From an optimization exercise on the open Yosys and OpenROAD flow, aimed at small area, a short achievable clock period and few clock cycles; shortcuts taken in it are not production practice.
At most, simulation tests tie the RTL to the original design; equivalence was not proved.
No activity file was given, so power comes from the tool's default toggle rates.

==> module online_shop, before the edit <==
module online_shop
(
	input  logic         clk,
	input  logic         inf,
	input  logic [15:0]  data_in,
	input  logic         id_valid,
	input  logic         act_valid,
	input  logic         item_valid,
	input  logic         num_valid,
	input  logic         amnt_valid,
	input  logic         c_out_valid,
	input  logic [63:0]  c_data_r,
	output logic         c_in_valid,
	output logic         c_r_wb,
	output logic [7:0]   c_addr,
	output logic [63:0]  c_data_w,
	output logic         out_valid,
	output logic [3:0]   err_msg,
	output logic         complete,
	output logic [31:0]  out_info
);
	localparam int IDLE  = 0;   
	localparam int UREQ  = 1;   
	localparam int UWAIT = 2;   
	localparam int HAVEU = 3;   
	localparam int DCALC = 4;   
	localparam int SREQ  = 5;   
	localparam int SWAIT = 6;   
	localparam int WREQ  = 7;   
	localparam int WWAIT = 8;   
	localparam int SERR  = 9;   
	localparam int NST   = 10;
	logic [NST-1:0] st;
	logic [NST-1:0] nst;
	logic           pend;
	logic           can_req;
	logic [7:0]  uid;
	logic [7:0]  sid;
	logic [7:0]  xin;       
	logic [15:0] info_hi;
	logic        got_sid;
	logic        got_amt;
	logic [16:0] opb;       
	logic [11:0] xk;        
	logic [63:0] wbuf;
	logic [63:0] sbuf;
	logic        inv_full_q;
	logic        req;
	logic        rd;
	logic [7:0]  addr_n;
	logic        ovld;
	logic [3:0]  err_n;
	wire [1:0] item = xin[7:6];
	wire [5:0] cnt  = xin[5:0];
	assign c_data_w = wbuf;
	assign out_info = {info_hi, xin[7:0], sid};
	always_ff @(posedge clk or negedge inf) begin
		if (!inf)
			pend <= 1'b0;
		else
			pend <= c_in_valid || (pend && !c_out_valid);
	end
	assign can_req = !c_in_valid && (!pend || c_out_valid);
	always_ff @(posedge clk) begin
		if (id_valid && st[IDLE])
			uid <= data_in[7:0];
		if (st[DCALC])
			{xin[7:0], sid} <= {ua_dep[7:0], ua_dep[15:8]};
		else if (st[SERR])
			{xin[7:0], sid} <= 16'd0;
		else begin
			if (id_valid && !st[IDLE])
				sid <= data_in[7:0];
			if (num_valid)
				xin[5:0] <= data_in[5:0];
			if (item_valid)
				xin[7:6] <= data_in[1:0];
		end
		if (id_valid && st[IDLE]) begin
			got_sid <= 1'b0;
			got_amt <= 1'b0;
		end else begin
			if (id_valid)
				got_sid <= 1'b1;
			if (amnt_valid)
				got_amt <= 1'b1;
		end
	end
	logic [7:0]  nk;
	logic [7:0]  nk_n;
	logic [14:0] pk_n;
	logic [11:0] xk_n;
	cnt_mul u_cnt_mul (.item(item), .cnt(data_in[5:0]), .nk(nk_n));
	price_mul u_price_mul (.nk(nk), .pk(pk_n), .xk(xk_n));
	always_ff @(posedge clk) begin
		if (num_valid)
			nk <= nk_n;
		if (amnt_valid)
			opb <= {1'b0, data_in};
		else if (!got_amt)
			opb <= ~{2'b00, pk_n};
		xk <= xk_n;
	end
	logic [63:0] ua_buy;    
	logic [16:0] m_diff;    
	logic [16:0] mreg;      
	logic        mwb;       
	logic        inv_full;
	logic [63:0] ua_dep;
	logic        ovf;
	logic [63:0] sa_new;
	logic        stock_ok;
	user_upd u_user_upd (
		.w         (wbuf),
		.opb       (opb),
		.xk        (xk),
		.item      (item),
		.cnt       (cnt),
		.sid       (sid),
		.w_new     (ua_buy),
		.m_diff    (m_diff),
		.inv_full  (inv_full)
	);
	dep_user u_dep_user (
		.w      (wbuf),
		.amount (opb[15:0]),
		.w_new  (ua_dep),
		.ovf    (ovf)
	);
	sell_upd u_sell_upd (
		.w     (sbuf),
		.pk    (~opb[14:0]),
		.item  (item),
		.cnt   (cnt),
		.w_new (sa_new)
	);
	stock_chk u_stock_chk (
		.w    (c_data_r),
		.item (item),
		.cnt  (cnt),
		.ok   (stock_ok)
	);
	logic [3:0] buy_err;
	logic stock_ok_q;
	always_ff @(posedge clk)
		stock_ok_q <= stock_ok;
	assign buy_err  = inv_full_q ? 4'd4 : !stock_ok_q ? 4'd2 : mreg[16] ? 4'd3 : 4'd0;
	logic u_go, sid_now, amt_now, buy_ok, u_req;
	assign u_go    = st[HAVEU] || (st[UWAIT] && c_out_valid);
	assign sid_now = got_sid || id_valid;
	assign amt_now = got_amt || amnt_valid;
	assign buy_ok  = !inv_full_q && !mreg[16] && stock_ok;
	assign u_req   = ((st[IDLE] && id_valid) || st[UREQ]) && can_req;
	always_comb begin
		nst[IDLE]  = (st[IDLE] && !id_valid) || (st[DCALC] && !ovf) || st[SERR] || (st[WWAIT] && c_out_valid);
		nst[UREQ]  = ((st[IDLE] && id_valid) || st[UREQ]) && !can_req;
		nst[UWAIT] = u_req || (st[UWAIT] && !c_out_valid);
		nst[HAVEU] = u_go && !sid_now && !amt_now;
		nst[DCALC] = u_go && !sid_now && amt_now;
		nst[SREQ]  = u_go && sid_now;
		nst[SWAIT] = st[SREQ] || (st[SWAIT] && !c_out_valid);
		nst[WREQ]  = st[SWAIT] && c_out_valid && buy_ok;
		nst[SERR]  = (st[SWAIT] && c_out_valid && !buy_ok) || (st[DCALC] && ovf);
		nst[WWAIT] = st[WREQ] || (st[WWAIT] && !c_out_valid);
		req  = u_req || nst[SREQ] || (st[DCALC] && !ovf) || nst[WREQ] || (st[WWAIT] && c_out_valid);
		ovld = (st[DCALC] && !ovf) || st[SERR] || (st[WWAIT] && c_out_valid);
		rd   = st[IDLE] || st[UREQ] || st[UWAIT] || st[HAVEU];
		err_n = !st[SERR] ? 4'd0 : got_amt ? 4'd8 : buy_err;
		if (st[IDLE])
			addr_n = data_in[7:0];
		else if (st[UWAIT] || st[HAVEU])
			addr_n = id_valid ? data_in[7:0] : sid;
		else if (st[WREQ] || st[WWAIT])
			addr_n = sid;
		else
			addr_n = uid;
	end
	always_ff @(posedge clk or negedge inf) begin
		if (!inf) begin
			st         <= NST'(1) << IDLE;
			c_in_valid <= 1'b0;
			out_valid  <= 1'b0;
		end else begin
			st         <= nst;
			c_in_valid <= req;
			out_valid  <= ovld;
		end
	end
	always_ff @(posedge clk) begin
		c_r_wb   <= rd;
		c_addr   <= addr_n;
		err_msg  <= err_n;
		complete <= (err_n == 4'd0);
	end
	always_ff @(posedge clk) begin
		if (st[UWAIT])
			wbuf <= c_data_r;
		else if (st[SREQ])
			wbuf <= ua_buy;
		else if (mwb)
			{wbuf[7:0], wbuf[15:8]} <= mreg[15:0];
		else if (st[DCALC])
			wbuf <= ua_dep;
		else if (st[WREQ])
			wbuf <= sa_new;
		sbuf <= c_data_r;
		mwb  <= st[SREQ];
		if (st[SREQ])
			mreg <= m_diff;
		if (st[SREQ])
			inv_full_q <= inv_full;
		if (mwb)
			info_hi <= mreg[15:0];
		else if (st[DCALC] || st[SERR])
			info_hi <= 16'd0;
	end
endmodule
==> flow/config.mk <==
export PLATFORM = sky130hd
export DESIGN_NAME = online_shop
export DESIGN_NICKNAME = online_shop
export VERILOG_FILES = /design/flow/design.v
export SDC_FILE = /design/flow/constraint.sdc
export NUM_CORES = 4
export LEC_CHECK = 0
export CAP_MARGIN = 20
export CORE_MARGIN = 2
export CORE_UTILIZATION = 50
export SLEW_MARGIN = 20
==> flow/constraint.sdc <==
create_clock -name core_clock -period 9.0 [get_ports {clk}]
set_input_delay 1.8000 -clock core_clock [delete_from_list [all_inputs] [get_ports {clk}]]
set_output_delay 1.8000 -clock core_clock [all_outputs]
set_load 0.01 [all_outputs]
standard.sh (not shown) runs the stock make flow with config.mk's settings and CLKGATE_MAP_FILE= SYNTH_SCRIPT=/design/flow/synth_recipe.tcl, a recipe that flattens the netlist after the stock synthesis.
==> flow/flow/run.sh <==
#!/bin/bash
# Own flow: the standard layout (standard.sh, unchanged synthesis and steps) with two
# extra ORFS settings passed on make's command line:
#  - port buffers are buf_1 cells instead of the default delay-buffer cells;
set -euo pipefail
cd "$(dirname "$0")/.."
bash standard.sh \
  "BUFFER_PORTS_ARGS=-buffer_cell sky130_fd_sc_hd__buf_1" \
  SETUP_SLACK_MARGIN=5.8 \
  finish > flow_make.log 2>&1
Next try:
--- a/flow/design.v
+++ b/flow/design.v
@@ -298,5 +298,4 @@
 	logic [7:0]  sid;
 	logic [7:0]  xin;       
-	logic [15:0] info_hi;
 	logic        got_sid;
 	logic        got_amt;
@@ -314,5 +313,5 @@
 	wire [5:0] cnt  = xin[5:0];
 	assign c_data_w = wbuf;
-	assign out_info = {info_hi, xin[7:0], sid};
+	assign out_info = {mreg[15:0], xin[7:0], sid};
 	always_ff @(posedge clk or negedge inf) begin
 		if (!inf)
@@ -468,10 +467,8 @@
 		if (st[SREQ])
 			mreg <= m_diff;
+		else if (st[DCALC] || st[SERR])
+			mreg <= 17'd0;
 		if (st[SREQ])
 			inv_full_q <= inv_full;
-		if (mwb)
-			info_hi <= mreg[15:0];
-		else if (st[DCALC] || st[SERR])
-			info_hi <= 16'd0;
 	end
 endmodule
The changed run completed without violations.
Power came out lower by 6.8%.
Setup slack gets better by 0.058 ns.
Maximum frequency increases by 1.7%.
Synthesized area falls by 2.6%.
Non-clock buffer count drops by 6.
Cell count shrinks by 3.6%.
Die area decreases by 2.6%.
Clock power came out lower by about 10%.
Global-route usage goes up by 0.20 points.
Testbench counts after the change, summed over its fixed seeds: cycles 28,975.
For the first run of this note, only the layout was checked, not whether the RTL still works.

[what the ideal ports hide]
The flow's constraints put no driver on any port. The routed layouts listed below were extracted and timed again, unchanged, in two steps. Step 1 (the two cells are an assumption about what drives the block):
set clk [get_ports {clk}]
set_driving_cell -lib_cell sky130_fd_sc_hd__clkbuf_16 $clk
set_driving_cell -lib_cell sky130_fd_sc_hd__buf_2 [delete_from_list [all_inputs] $clk]
Step 2, shift: input delay + t, output delay - t, t = (earliest + latest rising clock arrival at the registers) / 2. This alone moves slack from input paths to output paths. Three values: ideal, step 1, step 2; two values: the first two.
| run | t, ns | setup slack, ns | worst hold slack (ns) | clock arrival spread, ns |
|---|---|---|---|---|
| the first run | 0.591 | 5.609 / 5.609 / 5.149 | 0.455 / 0.455 / 0.455 | 0.013 / 0.013 |
| the second run | 0.571 | 5.667 / 5.676 / 5.114 | 0.445 / 0.445 / 0.445 | 0.011 / 0.010 |
After both steps setup and hold are still met in every run listed. The setup slack of the second run, which loses most, moves by +0.009 ns with the drivers and by -0.553 ns with both steps.
